What follows belongs to an exercise in optimizing a design on an open flow for small area; a production flow would make more cautious choices. Only simulation tests tie the RTL to the original design; equivalence was not proved. No activity file was given, so power comes from the tool's default toggle rates.

==> design.v <==
package morph_pkg;
  typedef enum logic [1:0] {
    IDLE  = 2'd0,
    RUN   = 2'd1,
    FLUSH = 2'd2
  } state_e;
  localparam int WIN = 3;
  function automatic integer cnt_width(input integer w, input integer h);
    cnt_width = $clog2(w * h + w + 2);
  endfunction
endpackage
module bin_line_buffer #(
  parameter int DEPTH = 640
) (
  input  logic clk_i,
  input  logic rst_i,
  input  logic shift_en_i,
  input  logic bit_i,
  output logic bit_o
);
  localparam int AW = (DEPTH > 1) ? $clog2(DEPTH) : 1;
  logic          mem [DEPTH];
  logic [AW-1:0] wr_ptr_reg;
  logic [AW-1:0] rd_ptr;
  logic          bit_reg;
  always_comb begin
    rd_ptr = wr_ptr_reg + 1'b1;
    if (wr_ptr_reg == AW'(DEPTH - 1)) begin
      rd_ptr = '0;
    end
  end
  always_ff @(posedge clk_i) begin
    if (rst_i) begin
      wr_ptr_reg <= '0;
      bit_reg    <= 1'b0;
    end else if (shift_en_i) begin
      wr_ptr_reg <= rd_ptr;
      bit_reg    <= mem[rd_ptr];
    end
  end
  always_ff @(posedge clk_i) begin
    if (shift_en_i) begin
      mem[wr_ptr_reg] <= bit_i;
    end
  end
  assign bit_o = bit_reg;
endmodule
module binary_erode3x3 #(
  parameter int DATA_WIDTH = 8,
  parameter int IMG_WIDTH  = 640,
  parameter int IMG_HEIGHT = 480
) (
  input  logic                  clk_i,
  input  logic                  rst_i,
  input  logic                  pixel_datav_i,
  input  logic                  pixel_sof_i,
  input  logic [DATA_WIDTH-1:0] pixel_data_i,
  output logic                  erode_datav_o,
  output logic                  erode_sof_o,
  output logic [DATA_WIDTH-1:0] erode_data_o,
  output logic                  overrun_o
);
  localparam int CW = morph_pkg::cnt_width(IMG_WIDTH, IMG_HEIGHT);
  localparam logic [CW-1:0] LAST_PIX  = CW'(IMG_WIDTH * IMG_HEIGHT - 1);
  localparam logic [CW-1:0] LAST_BEAT = CW'(IMG_WIDTH * IMG_HEIGHT + IMG_WIDTH);
  localparam logic [CW-1:0] FIRST_OUT = CW'(IMG_WIDTH + 1);
  localparam logic [CW-1:0] LAST_COL  = CW'(IMG_WIDTH - 1);
  localparam logic [CW-1:0] LAST_ROW  = CW'(IMG_HEIGHT - 1);
  morph_pkg::state_e                  state_reg;
  logic [CW-1:0]           beat_cnt_reg;
  logic [CW-1:0]           out_col_reg;
  logic [CW-1:0]           out_row_reg;
  logic                    datav_reg;
  logic                    sof_reg;
  logic [DATA_WIDTH-1:0]   data_reg;
  logic                    overrun_reg;
  logic                    beat;
  logic                    restart;
  logic                    px_in;
  logic [CW-1:0]           beat_idx;
  logic                    emit;
  logic                    interior;
  logic                    fg_all;
  logic                    hit;
  logic                    lb0_bit;
  logic                    lb1_bit;
  logic [morph_pkg::WIN-1:0]          new_col;
  logic [morph_pkg::WIN-1:0]          win_col_reg [morph_pkg::WIN-1];
  logic [morph_pkg::WIN*morph_pkg::WIN-1:0]      window;
  always_comb begin
    beat    = 1'b0;
    restart = 1'b0;
    px_in   = 1'b0;
    case (state_reg)
      morph_pkg::IDLE: begin
        if (pixel_datav_i && pixel_sof_i) begin
          beat    = 1'b1;
          restart = 1'b1;
          px_in   = |pixel_data_i;
        end
      end
      morph_pkg::RUN: begin
        if (pixel_datav_i) begin
          beat    = 1'b1;
          restart = pixel_sof_i;
          px_in   = |pixel_data_i;
        end
      end
      morph_pkg::FLUSH: begin
        beat = 1'b1;
      end
      default: begin
        beat = 1'b0;
      end
    endcase
    beat_idx = restart ? '0 : beat_cnt_reg;
    emit     = beat && (beat_idx >= FIRST_OUT);
  end
  bin_line_buffer #(
    .DEPTH(IMG_WIDTH)
  ) u_lb0 (
    .clk_i     (clk_i),
    .rst_i     (rst_i),
    .shift_en_i(beat),
    .bit_i     (px_in),
    .bit_o     (lb0_bit)
  );
  bin_line_buffer #(
    .DEPTH(IMG_WIDTH)
  ) u_lb1 (
    .clk_i     (clk_i),
    .rst_i     (rst_i),
    .shift_en_i(beat),
    .bit_i     (lb0_bit),
    .bit_o     (lb1_bit)
  );
  assign new_col = {lb1_bit, lb0_bit, px_in};
  genvar gi;
  generate
    for (gi = 0; gi < morph_pkg::WIN - 1; gi++) begin : g_win
      if (gi == 0) begin : g_head
        always_ff @(posedge clk_i) begin
          if (beat) begin
            win_col_reg[gi] <= new_col;
          end
        end
      end else begin : g_tail
        always_ff @(posedge clk_i) begin
          if (beat) begin
            win_col_reg[gi] <= win_col_reg[gi-1];
          end
        end
      end
    end
  endgenerate
  assign window   = {new_col, win_col_reg[0], win_col_reg[1]};
  assign fg_all   = &window;
  assign interior = (out_row_reg != '0) && (out_row_reg != LAST_ROW) &&
                    (out_col_reg != '0) && (out_col_reg != LAST_COL);
  assign hit    = fg_all;
  always_ff @(posedge clk_i) begin
    if (rst_i) begin
      state_reg    <= morph_pkg::IDLE;
      beat_cnt_reg <= '0;
      out_col_reg  <= '0;
      out_row_reg  <= '0;
      datav_reg    <= 1'b0;
      sof_reg      <= 1'b0;
      data_reg     <= '0;
      overrun_reg  <= 1'b0;
    end else begin
      datav_reg <= emit;
      sof_reg   <= emit && (out_col_reg == '0) && (out_row_reg == '0);
      data_reg  <= (emit && interior && hit) ? '1 : '0;
      if (state_reg == morph_pkg::FLUSH && pixel_datav_i) begin
        overrun_reg <= 1'b1;
      end
      if (beat) begin
        beat_cnt_reg <= beat_idx + 1'b1;
      end
      if (restart) begin
        out_col_reg <= '0;
        out_row_reg <= '0;
      end else if (emit) begin
        if (out_col_reg == LAST_COL) begin
          out_col_reg <= '0;
          out_row_reg <= out_row_reg + 1'b1;
        end else begin
          out_col_reg <= out_col_reg + 1'b1;
        end
      end
      case (state_reg)
        morph_pkg::IDLE: begin
          if (restart) begin
            state_reg <= morph_pkg::RUN;
          end
        end
        morph_pkg::RUN: begin
          if (beat && beat_idx == LAST_PIX) begin
            state_reg <= morph_pkg::FLUSH;
          end
        end
        morph_pkg::FLUSH: begin
          if (beat_idx == LAST_BEAT) begin
            state_reg    <= morph_pkg::IDLE;
            beat_cnt_reg <= '0;
            out_col_reg  <= '0;
            out_row_reg  <= '0;
          end
        end
        default: begin
          state_reg <= morph_pkg::IDLE;
        end
      endcase
    end
  end
  assign erode_datav_o = datav_reg;
  assign erode_sof_o   = sof_reg;
  assign erode_data_o  = data_reg;
  assign overrun_o     = overrun_reg;
endmodule
==> run.sh <==
#!/bin/bash
# synth_recipe.tcl (not shown) runs the flow's synth.tcl, then flattens the netlist and writes it again
# the make line also repeats each setting of config.mk as NAME=value (left out here)
make -C /OpenROAD-flow-scripts/flow DESIGN_CONFIG=/design/flow/config.mk WORK_HOME=/design/flow/orfs CLKGATE_MAP_FILE= SYNTH_SCRIPT=/design/flow/synth_recipe.tcl finish
==> config.mk <==
export PLATFORM = sky130hd
export DESIGN_NAME = binary_erode3x3
export DESIGN_NICKNAME = binary_erode3x3
export VERILOG_FILES = /design/flow/design.v
export SDC_FILE = /design/flow/constraint.sdc
export NUM_CORES = 4
export LEC_CHECK = 0
export CAP_MARGIN = 20
export CORE_MARGIN = 2
export CORE_UTILIZATION = 40
export SLEW_MARGIN = 20
==> constraint.sdc <==
create_clock -name core_clock -period 10.0 [get_ports {clk_i}]
set_input_delay 2.0000 -clock core_clock [delete_from_list [all_inputs] [get_ports {clk_i}]]
set_output_delay 2.0000 -clock core_clock [all_outputs]
set_load 0.01 [all_outputs]
==> impl_metrics.tcl <==
set metrics [dict create \
    ys.warnings.count 3 \
    core-area_sq_um 152300 \
    finalMaxSlewViolations 0 \
    p_int_mw 9.426 \
    synth-main-ff-cell "edfxtp_1" \
    synth-seq-area-share_pct 65.61 \
    tightest_slew_ns 1.229 \
    critPathMaxStageDelay_ns 0.86 \
    fp.dieH_um 396.0 \
    die_w_um 396.0 \
    fin_nets 5008 \
    drtIter0Drc 4722 \
    pwr-share-seq_pct 52.3 \
    skew_ns 0.02676 \
    dieArea_sq_um 156800 \
    utilization_pct 44.65 \
    antenna_found_initial 1 \
    dr_total_vias 41410 \
    pwr-share-comb_pct 5.6 \
    whs_ns 0.4484 \
    post_cts_buffers 0 \
    cts_buffer_depth 3 \
    syn-num-nets 5182 \
    report.power.total_mw 12.13 \
    crit_fanout 77 \
    slew_headroom_pct 17.79 \
    first_pass_iters 6 \
    start_util_pct 40.36 \
    finalCritPeriodShare_pct 53.80 \
    p_clk_share_pct 42.1 \
    cts_max_level 4 \
    antenna_left 0 \
    ys_seq_elements 1371 \
    place_congestion 0.8847 \
    clkSinkCount 1371 \
    synth_edf_count 1286 \
    most-common-layout-cells "1447 x nor2_1, 1286 x edfxtp_1, 442 x nand2_1, 160 x mux2i_1, 144 x clkbuf_16" \
    hold_viol 0 \
    vdd_drop_max_mv 0.1245 \
    num-fill-cells 14025 \
    area_growth_pct 10.62 \
    worstPathRequired_ns 10.62 \
    power.leakage_nw 19.99 \
    routedWlPerCell_um 24.28 \
    rsz0062_at_grt "no" \
    io_buffer_count 22 \
    critPathSlowestCell "a2111oi_0" \
    grt_pass1_vias 39854 \
    cts_tree "yes" \
    maxCapViolations 0 \
    cp_cell_sequence "buf_12 > ha_1 > xor2_4 > buf_12 > nand2_1 > o21ai_0 > a21oi_1 > a32oi_1 > o21ai_0 > a2111oi_0 > a2111oi_2" \
    wirelength_um 172800 \
    min_period_ns 5.380 \
    cts-resized-gates 0 \
    async_reset_ff_share_pct 0 \
    grt_remaining_overflow 0 \
    ys_types 92 \
    synthesis.area_sq_um 61450 \
    reg_top3 "u_lb0.mem x640, u_lb1.mem x640" \
    grt_max_degree 273 \
    cts-buffers-inserted 139 \
    layout-drive-gt1-share_pct 10.36 \
    grt_usage_pct 21.77 \
    place_hpwl_um 98930 \
    setup_viol 0 \
    cts_root_buffer "clkbuf_16" \
    netSwitchingFraction_pct 22.28 \
    switchingPower_mw 2.702 \
    grt_first_pass_wirelength_um 257600 \
    via_per_inst 5.818 \
    tns_ns 0 \
    arrival_ns 6.00 \
    final_common_cell "nor2_1" \
    insertion_delay_ns 0.79 \
    clkSlewWorstSetupHoldPaths_ns 0.07 \
    ctsHoldBuffers 0 \
    num_rows 143 \
    synth_top_area_share_pct 62.84 \
    fmax_mhz 185.9 \
    worstSetupStartpointType "register" \
    syn_avg_cell_area_sq_um 11.92 \
    crit_path_end_kind "register" \
    synth_cells 5155 \
    run_status "no timing/DRC/antenna violations" \
    drc 0 \
    crit_type "register to register" \
    netlist_top_cells_area "edfxtp_1 63%, nor2_1 8.9%, mux4_2 4.4%" \
    yosysTopAreaCell "edfxtp_1" \
    design.portCount 23 \
    power.density_nw_per_um2 178.4 \
    hp-class "register to register" \
]
[metal layers]
| layer | up-vias | track usage (%) | wire length [um] |
|---|---|---|---|
| met5 | - | 0 | 0 |
| met4 | 0 | 9.166 | 6694 |
| met3 | 359 | 2.963 | 13020 |
| met2 | 1810 | 35.90 | 83470 |
| met1 | 20988 | 28.90 | 69610 |
| li1 | 18253 | - | - |
[critical path: cells and delay by family (launching register included)]
family                   cells  cell delay, ns
AND/OR/NAND/NOR              1            0.31
AO/OA/AOI/OAI                6            2.00
XOR/XNOR                     1            0.68
buffers and inverters        2            0.95
adder cells (fa/ha/maj)      1            0.66
flip-flops                   1            0.53
[through the flow]
step                std cells  worst slack, ns  cell area (sq um)
global placement         6865            3.740              63500
global route             7117            4.461              67980
detailed placement       6870            4.112              63600
finish                   7117            4.620              67980
floorplan                5155          0.05831              61460
CTS                      7116            4.689              67960
[final timing paths]
kind | depth (start not counted) | slack [ns] | startpoint | endpoint
max | 11 | 4.62 | u_lb0.wr_ptr_reg[0] | u_lb0.bit_reg
min | 0 | 0.45 | win_col_reg[0][2] | win_col_reg[1][2]
max reg2reg | 11 | 4.62 | u_lb0.wr_ptr_reg[0] | u_lb0.bit_reg
min reg2reg | 0 | 0.45 | win_col_reg[0][2] | win_col_reg[1][2]
[kinds of logic after synthesis]
family          share of synthesized area [%]
xor+xnor                               0.9814
simple gates                            15.39
mux                                     7.334
compound gates                          6.847
buf+inv                                 3.529
flops                                   65.61
fa+ha+maj                              0.3054
[cell type report]
type | instances | area [sq um] | share of cell area [%]
multi-input cells | 3279 | 19210 | 28.26
well taps | 2030 | 2540 | 3.736
flip-flops and latches | 1371 | 40330 | 59.33
clock buffers | 175 | 3720 | 5.472
inverters | 19 | 71.32 | 0.1049
repair buffers | 171 | 1468 | 2.159
clock inverters | 71 | 638.1 | 0.9387
diodes | 1 | 2.502 | 0.003681
[cell usage after synthesis (16+ instances only)]
| master | instances |
|---|---|
| a211oi_1 | 34 |
| a21oi_1 | 138 |
| a31oi_1 | 54 |
| and2_1 | 16 |
| and3_1 | 32 |
| buf_1 | 21 |
| buf_2 | 79 |
| buf_4 | 19 |
| clkbuf_1 | 355 |
| dfxtp_1 | 85 |
| edfxtp_1 | 1286 |
| inv_1 | 16 |
| mux2_2 | 17 |
| mux2i_1 | 160 |
| mux4_2 | 119 |
| nand2_1 | 455 |
| nand2b_1 | 17 |
| nand3_1 | 140 |
| nand4_1 | 51 |
| nor2_1 | 1453 |
| nor2b_1 | 21 |
| nor3_1 | 46 |
| nor4_1 | 18 |
| o211ai_1 | 51 |
| o21ai_0 | 54 |
| o221ai_1 | 74 |
| o22ai_1 | 40 |
| xnor2_1 | 31 |
| xor2_1 | 36 |
[power by group through the flow]
stage	Combinational (mW)	Clock [mW]	Sequential, mW
after floorplan	0.409	0	6.54
after global placement	0.661	0	6.46
after detailed placement	0.668	0	6.47
after CTS	0.670	5.19	6.34
after global routing	0.714	5.41	6.34
final	0.674	5.11	6.34

-- separate check: timing with driven ports --
How much do the figures lean on ideal ports? The routed layout below was timed once more, with nothing changed but the port constraints. Step 1, drivers: a clkbuf_16 drives clk_i and a buf_2 each remaining input, both assumed. Step 2, shift: input delay + t, output delay - t, t = (earliest + latest rising clock arrival at the registers) / 2. This alone moves slack from input paths to output paths. Three values: ideal, step 1, step 2; two values: the first two.
shift t [ns]: 0.861
setup slack, ns: 4.620 / 4.620 / 4.135
latest minus earliest clock arrival (ns): 0.027 / 0.027
After both steps setup and hold are still met in this run. The setup slack of this run moves by 0.000 ns with the drivers and by -0.485 ns with both steps.
